Background: an optimization exercise with open tools, aiming at small area, a short achievable clock period and few clock cycles. Do not read the settings as production practice. Function was checked by simulation only, so behaviour that the tests miss may differ from the original. Power is estimated from default activity; no workload was simulated.

==> flow/design.v (excerpt) <==
module ll_ptr_mgr #(
    parameter int DATA_DEPTH = ll_pkg::DEF_DATA_DEPTH,
    parameter int DATA_WD    = ll_pkg::DEF_DATA_WD,
    parameter int NUM_LISTS  = ll_pkg::DEF_NUM_LISTS,
    localparam int PTR_WD    = $clog2(DATA_DEPTH),
    localparam int CNT_WD    = PTR_WD + 1,
    localparam int LID_WD    = (NUM_LISTS > 1) ? $clog2(NUM_LISTS) : 1
) (
    input  logic                        clk,
    input  logic                        reset_n,
    input  logic                        req_vld,
    output logic                        req_rdy,
    input  logic [2:0]                  req_op,
    input  logic [LID_WD-1:0]           req_list,
    input  logic [CNT_WD-1:0]           req_pos,
    input  logic [DATA_WD-1:0]          req_data,
    output logic                        resp_vld,
    input  logic                        resp_rdy,
    output logic [DATA_WD-1:0]          resp_data,
    output logic [1:0]                  resp_status,
    output logic [NUM_LISTS-1:0]        ll_empty,
    output logic [NUM_LISTS*CNT_WD-1:0] ll_size,
    output logic [CNT_WD-1:0]           free_cnt
);
make LEC_CHECK=0 CAP_MARGIN=20 CORE_MARGIN=2 CORE_UTILIZATION=40 CTS_BUF_LIST=sky130_fd_sc_hd__clkbuf_8 CTS_CLUSTER_SIZE=30 SETUP_SLACK_MARGIN=3.0 SLEW_MARGIN=20 finish   # period 6.0 ns
run.sh (not shown) runs the stock make flow with config.mk's settings and CLKGATE_MAP_FILE= SYNTH_SCRIPT=/design/flow/synth_recipe.tcl, a recipe that flattens the netlist after the stock synthesis.
Testbench counts at the start, summed over its fixed seeds: cycles 4,808.
Then changed:
Settings changed: CORE_UTILIZATION 40 to 50, CTS_BUF_LIST sky130_fd_sc_hd__clkbuf_8 to default, CTS_CLUSTER_SIZE 30 to default, TNS_END_PERCENT from default to 100.
After rerunning:
- core utilization goes up by 13 points
- worst hold slack gets better by 0.016 ns
- routed wire length went down by 2.9%
- final area climbs by 0.35%
Then changed:
Settings changed: CORE_UTILIZATION 50 to 40, SETUP_SLACK_MARGIN 3.0 to 2.5, TNS_END_PERCENT 100 to default.
What happened: Via count drops by a few percent. Setup slack degrades by 0.39 ns. Synthesized cell count stays the same. First-iteration DRC count fell by a few percent. Cell area drops by a few percent.

========
== v53 ==
The RTL this note starts from:
==> flow/design.v <==
package ll_pkg;
    localparam int DEF_DATA_DEPTH = 16;
    localparam int DEF_DATA_WD    = 32;
    localparam int DEF_NUM_LISTS  = 4;
    typedef enum logic [2:0] {
        OP_PUSH_TAIL = 3'd0,
        OP_INSERT_AT = 3'd1,
        OP_DELETE_AT = 3'd2,
        OP_READ_AT   = 3'd3,
        OP_CLEAR     = 3'd4
    } ll_op_e;
    typedef enum logic [1:0] {
        ST_OK    = 2'd0,
        ST_FULL  = 2'd1,
        ST_EMPTY = 2'd2,
        ST_BAD   = 2'd3
    } ll_status_e;
    typedef enum logic [1:0] {
        S_IDLE = 2'd0,
        S_WALK = 2'd1,
        S_EXEC = 2'd2,
        S_RESP = 2'd3
    } ll_state_e;
endpackage
import ll_pkg::*;
module ll_ptr_mgr #(
    parameter int DATA_DEPTH = ll_pkg::DEF_DATA_DEPTH,
    parameter int DATA_WD    = ll_pkg::DEF_DATA_WD,
    parameter int NUM_LISTS  = ll_pkg::DEF_NUM_LISTS,
    localparam int PTR_WD    = $clog2(DATA_DEPTH),
    localparam int CNT_WD    = PTR_WD + 1,
    localparam int LID_WD    = (NUM_LISTS > 1) ? $clog2(NUM_LISTS) : 1
) (
    input  logic                        clk,
    input  logic                        reset_n,
    input  logic                        req_vld,
    output logic                        req_rdy,
    input  logic [2:0]                  req_op,
    input  logic [LID_WD-1:0]           req_list,
    input  logic [CNT_WD-1:0]           req_pos,
    input  logic [DATA_WD-1:0]          req_data,
    output logic                        resp_vld,
    input  logic                        resp_rdy,
    output logic [DATA_WD-1:0]          resp_data,
    output logic [1:0]                  resp_status,
    output logic [NUM_LISTS-1:0]        ll_empty,
    output logic [NUM_LISTS*CNT_WD-1:0] ll_size,
    output logic [CNT_WD-1:0]           free_cnt
);
    function automatic logic ge4(input logic [3:0] a, input logic [3:0] b);
        logic [3:0] g, e;
        g = a & ~b;
        e = ~(a ^ b);
        ge4 = g[3] | (e[3] & g[2]) | (e[3] & e[2] & g[1]) | (e[3] & e[2] & e[1] & (a[0] | ~b[0]));
    endfunction
    function automatic logic gt4(input logic [3:0] a, input logic [3:0] b);
        logic [3:0] g, e;
        g = a & ~b;
        e = ~(a ^ b);
        gt4 = g[3] | (e[3] & g[2]) | (e[3] & e[2] & g[1]) | (e[3] & e[2] & e[1] & g[0]);
    endfunction
    function automatic logic [3:0] inc4(input logic [3:0] a);
        inc4 = {a[3] ^ (a[2] & a[1] & a[0]), a[2] ^ (a[1] & a[0]), a[1] ^ a[0], ~a[0]};
    endfunction
    function automatic logic [3:0] dec4(input logic [3:0] a);
        dec4 = {a[3] ^ ~(a[2] | a[1] | a[0]), a[2] ^ ~(a[1] | a[0]), a[1] ^ ~a[0], ~a[0]};
    endfunction
    logic [DATA_DEPTH-1:0] vld_q;
    logic [LID_WD-1:0]     lid_q   [DATA_DEPTH];
    logic [PTR_WD-1:0]     rank_q  [DATA_DEPTH];
    logic [DATA_WD-1:0]    data_mem[DATA_DEPTH];
    logic [CNT_WD-1:0]     size_q  [NUM_LISTS];
    logic                  acc, free_zero, is_push, is_ins, is_del, is_rd, is_clr;
    logic                  alloc_ok, del_ok, clr_ok, keep;
    logic [1:0]            chk_stat;
    logic [NUM_LISTS-1:0]  lsel;
    logic [CNT_WD-1:0]     in_size;
    logic [PTR_WD-1:0]     new_rank;
    logic [DATA_WD-1:0]    rd_data;
    logic [DATA_DEPTH-1:0] lm, eq, gt, ge, ff;
    assign req_rdy   = !resp_vld || resp_rdy;
    assign acc       = req_vld && req_rdy;
    assign free_zero = (free_cnt == '0);
    assign is_push   = (req_op == OP_PUSH_TAIL);
    assign is_ins    = (req_op == OP_INSERT_AT);
    assign is_del    = (req_op == OP_DELETE_AT);
    assign is_rd     = (req_op == OP_READ_AT);
    assign is_clr    = (req_op == OP_CLEAR);
    always_comb begin
        in_size = '0;
        for (int l = 0; l < NUM_LISTS; l++) begin
            lsel[l] = (req_list == LID_WD'(l));
            in_size = in_size | (size_q[l] & {CNT_WD{lsel[l]}});
        end
    end
    assign new_rank = is_push ? in_size[PTR_WD-1:0] : req_pos[PTR_WD-1:0];
    logic [NUM_LISTS-1:0] pos_gt, pos_ge;
    logic                 ins_bad, at_bad, in_empty;
    always_comb begin
        for (int l = 0; l < NUM_LISTS; l++) begin
            pos_gt[l] = size_q[l][4] ? (req_pos[4] && |req_pos[3:0])
                                     : (req_pos[4] || gt4(req_pos[3:0], size_q[l][3:0]));
            pos_ge[l] = size_q[l][4] ? req_pos[4]
                                     : (req_pos[4] || ge4(req_pos[3:0], size_q[l][3:0]));
        end
    end
    assign ins_bad  = |(pos_gt & lsel);
    assign at_bad   = |(pos_ge & lsel);
    assign in_empty = |(ll_empty & lsel);
    always_comb begin
        chk_stat = ST_OK;
        case (req_op)
            OP_PUSH_TAIL: if (free_zero) chk_stat = ST_FULL;
            OP_INSERT_AT: begin
                if (free_zero)    chk_stat = ST_FULL;
                else if (ins_bad) chk_stat = ST_BAD;
            end
            OP_DELETE_AT, OP_READ_AT: begin
                if (in_empty)    chk_stat = ST_EMPTY;
                else if (at_bad) chk_stat = ST_BAD;
            end
            OP_CLEAR: ;
            default: chk_stat = ST_BAD;
        endcase
    end
    assign alloc_ok = acc && !free_zero && (is_push || (is_ins && !ins_bad));
    assign del_ok   = acc && is_del && !at_bad;
    assign clr_ok   = acc && is_clr;
    assign keep     = !(alloc_ok || del_ok || clr_ok);
    logic [CNT_WD-1:0] free_inc, free_dec, free_clr;
    logic [CNT_WD-1:0] size_inc [NUM_LISTS];
    logic [CNT_WD-1:0] size_dec [NUM_LISTS];
    assign free_inc = free_cnt + CNT_WD'(1);
    assign free_dec = free_cnt - CNT_WD'(1);
    always_comb begin
        free_clr = '0;
        for (int l = 0; l < NUM_LISTS; l++) begin
            free_clr    = free_clr | ((free_cnt + size_q[l]) & {CNT_WD{lsel[l]}});
            size_inc[l] = size_q[l] + CNT_WD'(1);
            size_dec[l] = size_q[l] - CNT_WD'(1);
        end
    end
    always_comb begin
        logic all_used;
        all_used = 1'b1;
        for (int i = 0; i < DATA_DEPTH; i++) begin
            lm[i] = vld_q[i] && (lid_q[i] == req_list);
            eq[i] = lm[i] && !req_pos[4] && (rank_q[i] == req_pos[3:0]);
            gt[i] = lm[i] && !req_pos[4] && gt4(rank_q[i], req_pos[3:0]);
            ge[i] = lm[i] && !req_pos[4] && ge4(rank_q[i], req_pos[3:0]);
            ff[i] = !vld_q[i] && all_used;
            all_used = all_used && vld_q[i];
        end
    end
    logic                  rd_op;
    logic [DATA_DEPTH-1:0] rsel;
    assign rd_op = is_del || is_rd;
    assign rsel  = eq & {DATA_DEPTH{rd_op}};
    always_comb begin
        rd_data = '0;
        for (int i = 0; i < DATA_DEPTH; i++)
            rd_data = rd_data | (data_mem[i] & {DATA_WD{rsel[i]}});
    end
    logic [DATA_DEPTH-1:0] rank_en;
    logic [PTR_WD-1:0]     rank_d [DATA_DEPTH];
    always_comb begin
        for (int i = 0; i < DATA_DEPTH; i++) begin
            rank_en[i] = ff[i] || (acc && is_ins && !free_zero && ge[i]) || (acc && is_del && gt[i]);
            rank_d[i]  = ff[i] ? new_rank : (is_ins ? inc4(rank_q[i]) : dec4(rank_q[i]));
        end
    end
    always_comb begin
        ll_size  = '0;
        ll_empty = '0;
        for (int l = 0; l < NUM_LISTS; l++) begin
            ll_size[l*CNT_WD +: CNT_WD] = size_q[l];
            ll_empty[l]                 = (size_q[l] == '0);
        end
    end
    always_ff @(posedge clk) begin
        if (req_rdy) resp_data <= rd_data;
        for (int i = 0; i < DATA_DEPTH; i++) begin
            if (ff[i]) begin
                data_mem[i] <= req_data;
                lid_q[i]    <= req_list;
            end
            if (rank_en[i]) rank_q[i] <= rank_d[i];
        end
    end
    always_ff @(posedge clk or posedge reset_n) begin
        if (reset_n) begin
            vld_q       <= '0;
            resp_vld    <= 1'b0;
            resp_status <= '0;
            free_cnt    <= CNT_WD'(DATA_DEPTH);
            for (int l = 0; l < NUM_LISTS; l++) size_q[l] <= '0;
        end else begin
            if (acc) begin
                resp_vld    <= 1'b1;
                resp_status <= chk_stat;
            end else if (resp_rdy) begin
                resp_vld    <= 1'b0;
            end
            for (int i = 0; i < DATA_DEPTH; i++) begin
                if (alloc_ok && ff[i])         vld_q[i] <= 1'b1;
                else if (del_ok && eq[i])      vld_q[i] <= 1'b0;
                else if (clr_ok && lm[i])      vld_q[i] <= 1'b0;
            end
            for (int l = 0; l < NUM_LISTS; l++)
                if (lsel[l] && !keep)
                    size_q[l] <= is_clr ? '0 : (is_del ? size_dec[l] : size_inc[l]);
            if (!keep)
                free_cnt <= is_clr ? free_clr : (is_del ? free_inc : free_dec);
        end
    end
endmodule
Settings: LEC_CHECK=0, CAP_MARGIN=20, CORE_MARGIN=2, CORE_UTILIZATION=40, SETUP_SLACK_MARGIN=2.8, SLEW_MARGIN=20; clock period 6.0 ns.
v53 was carried through to the last stage, and its layout satisfied the timing, design-rule and antenna checks.
Testbench counts of v53, summed over its fixed seeds: cycles 4,808.
--- input diff v53..v30 ---
# v53
export LEC_CHECK = 0
export CAP_MARGIN = 20
export CORE_MARGIN = 2
export CORE_UTILIZATION = 40
export SETUP_SLACK_MARGIN = 2.8
export SLEW_MARGIN = 20
create_clock -name core_clock -period 6.0 [get_ports {clk}]
# v30
export LEC_CHECK = 0
export CAP_MARGIN = 20
export CORE_MARGIN = 2
export CORE_UTILIZATION = 40
export SETUP_SLACK_MARGIN = 3.0
export SLEW_MARGIN = 20
create_clock -name core_clock -period 6.0 [get_ports {clk}]
Findings:
v30 was carried through to the last stage, and its layout satisfied the timing, design-rule and antenna checks. Clock network area share for v30: 0.29 points down relative to v53. When v30 is set beside v53, its synthesis-to-finish area growth turns out to be 3.7 points larger. v30: shortest clock period the worst path allows after layout 0.11 ns below v53. Between v53 and v30, routed wirelength normalized by instance count increased. The worst setup path startpoint comes out size_q[1][0]$_DFFE_PP0P_ in one run and size_q[1][2]$_DFFE_PP0P_ in the other, namely in v30 and v53 respectively. v53 → v30: non-filler instance count after layout moved up, critical path depth roughly the same. v53 → v30: clock share of power moved down, worst stage delay on the critical path moved up. For v30, the slowest library cell on the worst path was or4_4, unlike v53, where it was or4_1.
#### Input delta (v1 over v30)
# v30
export LEC_CHECK = 0
export CAP_MARGIN = 20
export CORE_MARGIN = 2
export CORE_UTILIZATION = 40
export SETUP_SLACK_MARGIN = 3.0
export SLEW_MARGIN = 20
create_clock -name core_clock -period 6.0 [get_ports {clk}]
# v1
export LEC_CHECK = 0
export CAP_MARGIN = 20
export CORE_MARGIN = 2
export CORE_UTILIZATION = 40
export SETUP_SLACK_MARGIN = 3.2
export SLEW_MARGIN = 20
create_clock -name core_clock -period 6.0 [get_ports {clk}]
Findings:
v1 finished all stages; the layout is clean.
The adder and majority gate portion of the synthesized area on v30 is in line with that on v1.
From v30 to v1 the numbers moved as follows: number of flip-flops and latches neither gained nor lost much, share of total power in sequential cells lost 2.2 points.
Cmp v1 vs v30: worst max-slew margin expressed relative to the limit higher in v1

==> separate check: timing with driven ports <==
Ports are ideal in the flow. The routed layouts listed here were re-timed in OpenROAD.
Step 1 sets driving cells, clkbuf_16 on the clock port and buf_2 on the other inputs (assumed; they add their load-dependent delay and slew).
Step 2 adds t to the input delays and takes it off the output delays; t is the mean of the earliest and latest rising clock arrival at the registers after step 1. Input paths then give back, and output paths get back, about the clock's delay inside the block.
Slacks: ideal / step 1 / step 2; pairs: ideal / step 1.
run | t (ns) | setup slack, ns | worst hold slack (ns)
the first run of note 1 | 0.782 | 2.854 / 2.793 / 2.283 | 0.538 / 0.538 / 0.538
the second run of note 1 | 0.673 | 2.942 / 2.882 / 2.253 | 0.553 / 0.553 / 0.553
the third run of note 1 | 0.676 | 2.551 / 2.521 / 1.943 | 0.548 / 0.548 / 0.548
v53 | 0.668 | 2.860 / 2.796 / 2.230 | 0.550 / 0.550 / 0.550
v30 | 0.677 | 2.975 / 2.913 / 2.299 | 0.549 / 0.549 / 0.549
v1 | 0.692 | 2.893 / 2.826 / 2.329 | 0.551 / 0.551 / 0.551
After both steps setup and hold are still met in every run listed. For the second run of note 1, which loses most, drivers alone change the setup slack by -0.060 ns; drivers and shift together by -0.689 ns.
